From an optimization exercise on the open Yosys and OpenROAD flow, aimed at small area; shortcuts taken in it are not production practice. Function was checked by simulation only, so behaviour that the tests miss may differ from the original. Power and IR drop assume default switching activity.

==> flow/design.v (excerpt) <==
module pipe_snapshot_top
(
  input  logic                            clk,
  input  logic                            rst_n,
  input  logic                            capture,
  input  logic                            advance,
  input  logic [dbg_pkg::PC_W-1:0]        current_pc,
  input  logic [dbg_pkg::PC_W-1:0]        pc_if,
  input  logic [dbg_pkg::WORD_W-1:0]      instr_if,
  input  logic [dbg_pkg::WORD_W-1:0]      data_a_id,
  input  logic [dbg_pkg::WORD_W-1:0]      data_b_id,
  input  logic [dbg_pkg::WORD_W-1:0]      sign_ext_id,
  input  logic [dbg_pkg::PC_W-1:0]        jump_dest_id,
  input  logic [dbg_pkg::REG_IDX_W-1:0]   reg_dest_r_id,
  input  logic [dbg_pkg::REG_IDX_W-1:0]   reg_dest_l_id,
  input  logic                            reg_dst_id,
  input  logic                            alu_src_id,
  input  logic                            mem_to_reg_id,
  input  logic                            reg_write_id,
  input  logic                            mem_read_id,
  input  logic                            mem_write_id,
  input  logic                            branch_id,
  input  logic [1:0]                      alu_op_id,
  input  logic [dbg_pkg::WORD_W-1:0]      result_ie,
  input  logic [dbg_pkg::WORD_W-1:0]      reg2_ie,
  input  logic [dbg_pkg::PC_W-1:0]        jump_dest_ie,
  input  logic                            zero_ie,
  input  logic [dbg_pkg::REG_IDX_W-1:0]   reg_dest_ie,
  input  logic                            mem_to_reg_ie,
  input  logic                            reg_write_ie,
  input  logic                            mem_read_ie,
  input  logic                            mem_write_ie,
  input  logic                            branch_ie,
  input  logic [dbg_pkg::WORD_W-1:0]      mem_data_mem,
  input  logic [dbg_pkg::WORD_W-1:0]      alu_result_mem,
  input  logic [dbg_pkg::REG_IDX_W-1:0]   reg_dest_mem,
  input  logic                            mem_to_reg_mem,
  input  logic                            reg_write_mem,
  output logic [dbg_pkg::BYTE_W-1:0]      read_data,
  output logic                            frame_full,
  ...
For scale: ~600 cells after synthesis, ~340 I/O pins.
==> flow/config.mk <==
export PLATFORM = sky130hd
export DESIGN_NAME = pipe_snapshot_top
export DESIGN_NICKNAME = pipe_snapshot_top
export VERILOG_FILES = /design/flow/design.v
export SDC_FILE = /design/flow/constraint.sdc
export NUM_CORES = 4
export LEC_CHECK = 0
export CAP_MARGIN = 20
export CORE_MARGIN = 2
export CORE_UTILIZATION = 60
export SLEW_MARGIN = 20
export SYNTH_HIERARCHICAL = 1
==> flow/constraint.sdc <==
create_clock -name core_clock -period 6.0 [get_ports {clk}]
set_input_delay 1.2000 -clock core_clock [delete_from_list [all_inputs] [get_ports {clk}]]
set_output_delay 1.2000 -clock core_clock [all_outputs]
set_load 0.01 [all_outputs]
standard.sh (not shown) runs the stock make flow with config.mk's settings and CLKGATE_MAP_FILE= SYNTH_SCRIPT=/design/flow/synth_recipe.tcl, a recipe that flattens the netlist after the stock synthesis.
==> flow/flow/run.sh <==
#!/bin/bash
# Standard ORFS layout with smaller port buffers and a lighter clock tree.
set -euo pipefail
export BUFFER_PORTS_ARGS="-buffer_cell sky130_fd_sc_hd__buf_1"
export CTS_ARGS="-sink_clustering_enable -repair_clock_nets -dont_use_dummy_load -buf_list {sky130_fd_sc_hd__clkbuf_4 sky130_fd_sc_hd__clkbuf_8 sky130_fd_sc_hd__clkbuf_16} -root_buf sky130_fd_sc_hd__clkbuf_8 -sink_clustering_size 30 -sink_clustering_max_diameter 100"
bash standard.sh > standard.log 2>&1
Rerun with:
--- a/flow/config.mk
+++ b/flow/config.mk
@@ -8,5 +8,5 @@
 export CAP_MARGIN = 20
 export CORE_MARGIN = 2
-export CORE_UTILIZATION = 60
+export CORE_UTILIZATION = 75
 export SLEW_MARGIN = 20
 export SYNTH_HIERARCHICAL = 1
=> The changed run went through all stages and came out clean. Area after synthesis is unchanged. Routed wire length grows by about 10%. Global-route usage grows by 11 points. Clock power barely changes. Worst setup slack got worse by 0.49 ns. Maximum frequency shrinks by 9.6%.
Rerun with:
==> flow/flow/run.sh (replaced) <==
#!/bin/bash
# Standard ORFS layout with smaller port buffers and a lighter clock tree.
set -euo pipefail
export BUFFER_PORTS_ARGS="-buffer_cell sky130_fd_sc_hd__buf_1"
export CTS_ARGS="-sink_clustering_enable -repair_clock_nets -dont_use_dummy_load -buf_list {sky130_fd_sc_hd__clkbuf_4 sky130_fd_sc_hd__clkbuf_8} -root_buf sky130_fd_sc_hd__clkbuf_8 -sink_clustering_size 20 -sink_clustering_max_diameter 60"
bash standard.sh > standard.log 2>&1
--- a/flow/config.mk
+++ b/flow/config.mk
@@ -8,5 +8,5 @@
 export CAP_MARGIN = 20
 export CORE_MARGIN = 2
-export CORE_UTILIZATION = 75
+export CORE_UTILIZATION = 40
 export SLEW_MARGIN = 20
 export SYNTH_HIERARCHICAL = 1
The changed run produced a clean layout. Worst setup slack improves by 0.24 ns. Utilization falls by 41 points. Wire length rises by 2.2%. Global-route usage is lower by 18 points. Flip-flop and latch count is unchanged. Clock power rises by about 5%. Sequential power is about the same. Sequential share of layout area decreases by 1.7 points.

* * *

pipe_snapshot_top, a different RTL version from the one above (not shown whole).
Size: about 580 cells after synthesis, about 12000 µm² of cells after synthesis.
Design pipe_snapshot_top, start of the top module:
module pipe_snapshot_top
(
  input  logic                            clk,
  input  logic                            rst_n,
  input  logic                            capture,
  input  logic                            advance,
  input  logic [dbg_pkg::PC_W-1:0]        current_pc,
  input  logic [dbg_pkg::PC_W-1:0]        pc_if,
  input  logic [dbg_pkg::WORD_W-1:0]      instr_if,
  input  logic [dbg_pkg::WORD_W-1:0]      data_a_id,
  input  logic [dbg_pkg::WORD_W-1:0]      data_b_id,
  input  logic [dbg_pkg::WORD_W-1:0]      sign_ext_id,
  input  logic [dbg_pkg::PC_W-1:0]        jump_dest_id,
  input  logic [dbg_pkg::REG_IDX_W-1:0]   reg_dest_r_id,
  input  logic [dbg_pkg::REG_IDX_W-1:0]   reg_dest_l_id,
  input  logic                            reg_dst_id,
  input  logic                            alu_src_id,
  input  logic                            mem_to_reg_id,
  input  logic                            reg_write_id,
  input  logic                            mem_read_id,
  input  logic                            mem_write_id,
  input  logic                            branch_id,
  input  logic [1:0]                      alu_op_id,
  input  logic [dbg_pkg::WORD_W-1:0]      result_ie,
  input  logic [dbg_pkg::WORD_W-1:0]      reg2_ie,
  input  logic [dbg_pkg::PC_W-1:0]        jump_dest_ie,
  ...
export LEC_CHECK = 0
export CAP_MARGIN = 20
export CORE_MARGIN = 2
export CORE_UTILIZATION = 60
export SLEW_MARGIN = 20
export SYNTH_HIERARCHICAL = 1
create_clock -name core_clock -period 6.0 [get_ports {clk}]
==> flow/flow/run.sh <==
#!/bin/bash
# Standard ORFS layout with smaller port buffers and a lighter clock tree.
set -euo pipefail
export BUFFER_PORTS_ARGS="-buffer_cell sky130_fd_sc_hd__buf_1"
export CTS_ARGS="-sink_clustering_enable -repair_clock_nets -dont_use_dummy_load -buf_list {sky130_fd_sc_hd__clkbuf_4 sky130_fd_sc_hd__clkbuf_8 sky130_fd_sc_hd__clkbuf_16} -root_buf sky130_fd_sc_hd__clkbuf_8 -sink_clustering_size 30 -sink_clustering_max_diameter 100"
bash standard.sh > standard.log 2>&1
The starting point finished with timing, DRC and antenna clean.
==> next run, changes <==
==> flow/flow/run.sh (replaced) <==
#!/bin/bash
# Standard ORFS layout with smaller port buffers and a lighter clock tree.
set -euo pipefail
export BUFFER_PORTS_ARGS="-buffer_cell sky130_fd_sc_hd__buf_1"
export CTS_ARGS="-sink_clustering_enable -repair_clock_nets -dont_use_dummy_load -buf_list {sky130_fd_sc_hd__clkbuf_4 sky130_fd_sc_hd__clkbuf_8 sky130_fd_sc_hd__clkbuf_16} -root_buf sky130_fd_sc_hd__clkbuf_8 -sink_clustering_size 33 -sink_clustering_max_diameter 100"
bash standard.sh > standard.log 2>&1
--- a/flow/config.mk
+++ b/flow/config.mk
@@ -9,3 +9,3 @@
 export CORE_MARGIN = 2
-export CORE_UTILIZATION = 60
+export CORE_UTILIZATION = 70
 export SLEW_MARGIN = 20
Total power goes down by 0.64%.
Die area decreases by 14%.
Global-route usage increases by 6.3 points.
Routed wire length is higher by 3.2%.
Combinational power barely changes.
Clock power is about the same.
Count of clock-buffer cells in the layout shrinks by 1.
Final area is lower by 0.37%.
Area after synthesis is unchanged.

==> afterwards: timing with drivers on the ports <==
The results above use ideal ports. As a check the final layouts listed here were re-extracted and re-timed, cells and wires unchanged.
Step 1, drivers: a clkbuf_16 drives clk and a buf_2 each remaining input, both assumed.
Step 2, shift: input delay + t, output delay - t, t = (earliest + latest rising clock arrival at the registers) / 2. This alone moves slack from input paths to output paths.
a / b / c = ideal ports / drivers / drivers and shift; a / b = the first two.
run	t, ns	slack for setup (ns)	worst setup path after step 2	latest minus earliest clock arrival (ns)	pins driven straight from the clock port
the first run of note 1	0.562	1.419 / 1.376 / 1.938	register to output	0.067 / 0.067	1
the second run of note 1	0.595	0.930 / 0.888 / 1.483	register to output	0.069 / 0.070	1
the third run of note 1	0.623	1.171 / 1.121 / 1.744	register to output	0.109 / 0.109	1
the first run of note 2	0.584	1.254 / 1.210 / 1.793	register to output	0.075 / 0.075	1
the second run of note 2	0.555	1.347 / 1.305 / 1.861	register to output	0.077 / 0.077	1
After both steps every run listed still meets setup and hold.
